Background: an optimization exercise with open tools, aiming at small area, a short achievable clock period and few clock cycles. Do not read the settings as production practice.
Function was checked by simulation only, so behaviour that the tests miss may differ from the original.
Power is estimated from default activity; no workload was simulated.

==> flow/design.v (excerpt) <==
module tx_duration #(
	parameter int INV_W = 16
) (
	input  wire logic                 clk,
	input  wire logic                 arst_n,
	input  wire logic                 start,
	input  dur_pkg::dur_kind_t            dur_kind,
	input  dur_pkg::rate_code_t           data_rate,
	input  dur_pkg::resp_len_t            resp_len,
	input  dur_pkg::frame_len_t           next_len,
	input  wire logic                 long_pre,
	input  wire logic [dur_pkg::NUM_RATES-1:0] basic_rate_set,
	input  dur_pkg::dur_t                 sifs,
	output logic                      tab_en,
	output dur_pkg::rate_idx_t                 tab_addr,
	input  wire logic [INV_W-1:0]     tab_data,
	output logic                      dur_valid,
	output dur_pkg::dur_t                      dur,
	output dur_pkg::rate_idx_t                 resp_rate
);
	dur_pkg::rate_idx_t data_idx;
	dur_pkg::rate_idx_t resp_idx;
	logic s_rd;    
	logic s_d1;    
	logic ofdm_q, both_q;
	logic idle;
	logic has_resp, has_next, both, go;
	logic is_ofdm;
	dur_pkg::frame_len_t nxt_len;
	logic [15:0] nbits;
	logic [17:3] nbn_q;
	logic [1:0] shamt;
	logic [15:0] lomask;
	logic [23:0] kadd, prod;
	dur_pkg::dur_t acc, cst, part, triple, sum;
	assign data_idx = dur_pkg::rate_code_to_index(data_rate);
	basic_rate_sel sel0 (
		.data_idx(data_idx), .basic_rate_set(basic_rate_set), .resp_idx(resp_idx)
	);
	assign has_resp = |resp_len;
	assign has_next = |next_len;
	assign both     = has_resp & has_next;
	assign idle     = ~(s_rd | s_d1);
	assign go       = idle & start & (dur_kind == dur_pkg::dur_single) & (has_resp | has_next);
	assign is_ofdm  = ~data_rate[3];
	always_ff @(posedge clk or negedge arst_n) begin
		if (!arst_n) begin
			s_rd      <= 1'b0;
			s_d1      <= 1'b0;
			tab_en    <= 1'b0;
			dur_valid <= 1'b0;
		end else begin
			s_rd      <= go;
			s_d1      <= s_rd & both;
			tab_en    <= go | (s_rd & both);
			dur_valid <= (idle & start & ~go) | (s_rd & ~both) | s_d1;
		end
	end
	assign nxt_len  = s_d1 | ~has_resp ? next_len : dur_pkg::frame_len_t'(resp_len);
	assign cst      = is_ofdm ? 16'd26 : (long_pre ? 16'd192 : 16'd96);
	logic [11:0] inc_c;
	assign inc_c[0] = is_ofdm;
	for (genvar i = 0; i < 11; i++) begin : g_inc
		ha2 u (.a(nxt_len[i + 1]), .b(inc_c[i]), .s(nbits[i + 4]), .co(inc_c[i + 1]));
	end
	assign nbits[15]  = inc_c[11];
  ...
==> flow/config.mk <==
export PLATFORM = sky130hd
export DESIGN_NAME = tx_duration
export DESIGN_NICKNAME = tx_duration
export VERILOG_FILES = /design/flow/design.v
export SDC_FILE = /design/flow/constraint.sdc
export NUM_CORES = 4
export LEC_CHECK = 0
export CAP_MARGIN = 20
export CORE_MARGIN = 2
export CORE_UTILIZATION = 40
export CTS_BUF_LIST = sky130_fd_sc_hd__clkbuf_8
export SLEW_MARGIN = 20
export SYNTH_HIERARCHICAL = 1
export SYNTH_MINIMUM_KEEP_SIZE = 0
==> flow/constraint.sdc <==
create_clock -name core_clock -period 9.0 [get_ports {clk}]
set_input_delay 1.8000 -clock core_clock [delete_from_list [all_inputs] [get_ports {clk}]]
set_output_delay 1.8000 -clock core_clock [all_outputs]
set_load 0.01 [all_outputs]
standard.sh (not shown) runs the stock make flow with config.mk's settings and CLKGATE_MAP_FILE= SYNTH_SCRIPT=/design/flow/synth_recipe.tcl, a recipe that flattens the netlist after the stock synthesis.
==> flow/flow/run.sh <==
#!/bin/bash
# The standard ORFS layout (the standard.sh, all steps), with the port
# buffers made of the smallest buffer cell instead of ORFS's default pick.
set -e
export BUFFER_PORTS_ARGS="-buffer_cell sky130_fd_sc_hd__buf_1"
bash standard.sh > standard.log 2>&1
The baseline went through all stages and came out clean.
Testbench counts at the start, summed over its fixed seeds: cycles 5,403.
Edit:
--- a/flow/config.mk
+++ b/flow/config.mk
@@ -10,4 +10,6 @@
 export CORE_UTILIZATION = 40
 export CTS_BUF_LIST = sky130_fd_sc_hd__clkbuf_8
+export GPL_TIMING_DRIVEN = 0
+export SETUP_SLACK_MARGIN = 0.3
 export SLEW_MARGIN = 20
 export SYNTH_HIERARCHICAL = 1
Outcome:
- via count climbs by a few percent
- worst setup slack gains 0.078 ns
- global-route usage climbs by 0.92 points
- die area is unchanged
- maximum frequency climbs slightly
- final cell count climbs by a few percent
- routed wire length climbs by a few percent
- clock power drops by about a fifth
- sequential power drops by a little under a tenth
- flip-flop and latch count does not change
Edit:
--- a/flow/config.mk
+++ b/flow/config.mk
@@ -10,6 +10,5 @@
 export CORE_UTILIZATION = 40
 export CTS_BUF_LIST = sky130_fd_sc_hd__clkbuf_8
-export GPL_TIMING_DRIVEN = 0
-export SETUP_SLACK_MARGIN = 0.3
+export SETUP_SLACK_MARGIN = 0.45
 export SLEW_MARGIN = 20
 export SYNTH_HIERARCHICAL = 1
Outcome:
- synthesized cell count is unchanged
- maximum frequency goes up by 2.2%
- die area stays the same
- hold slack gets worse by 0.016 ns
- design area goes down by 0.58%
- clock skew goes up by 0.0031 ns
- count of clock-buffer cells in the layout goes up by 1
- first-iteration DRC count goes down by 6.3%
- core utilization goes down by 0.26 points
- via count goes down by 2.3%
- sequential share of layout area stays flat

## what the ideal ports hide
The results above use ideal ports. As a check the final layouts listed here were re-extracted and re-timed, cells and wires unchanged. Step 1 sets driving cells, clkbuf_16 on the clock port and buf_2 on the other inputs (assumed; they add their load-dependent delay and slew). Step 2 adds t to the input delays and takes it off the output delays; t is the mean of the earliest and latest rising clock arrival at the registers after step 1. Input paths then give back, and output paths get back, about the clock's delay inside the block. Slacks: ideal / step 1 / step 2; pairs: ideal / step 1.
run | t, ns | setup WS [ns] | hold slack, ns | slew at the worst register clock pin (ns) | worst slew at a driven data input, ns
the first run | 0.327 | 0.292 / 0.270 / 0.270 | 0.634 / 0.634 / 0.634 | 0.08 / 0.08 | 0.04
the second run | 0.327 | 0.370 / 0.350 / 0.350 | 0.650 / 0.650 / 0.650 | 0.09 / 0.09 | 0.04
the third run | 0.327 | 0.556 / 0.537 / 0.537 | 0.634 / 0.634 / 0.634 | 0.08 / 0.08 | 0.04
After both steps every run listed still meets setup and hold. The setup slack of the first run, which loses most, moves by -0.022 ns with the drivers and by -0.022 ns with both steps.
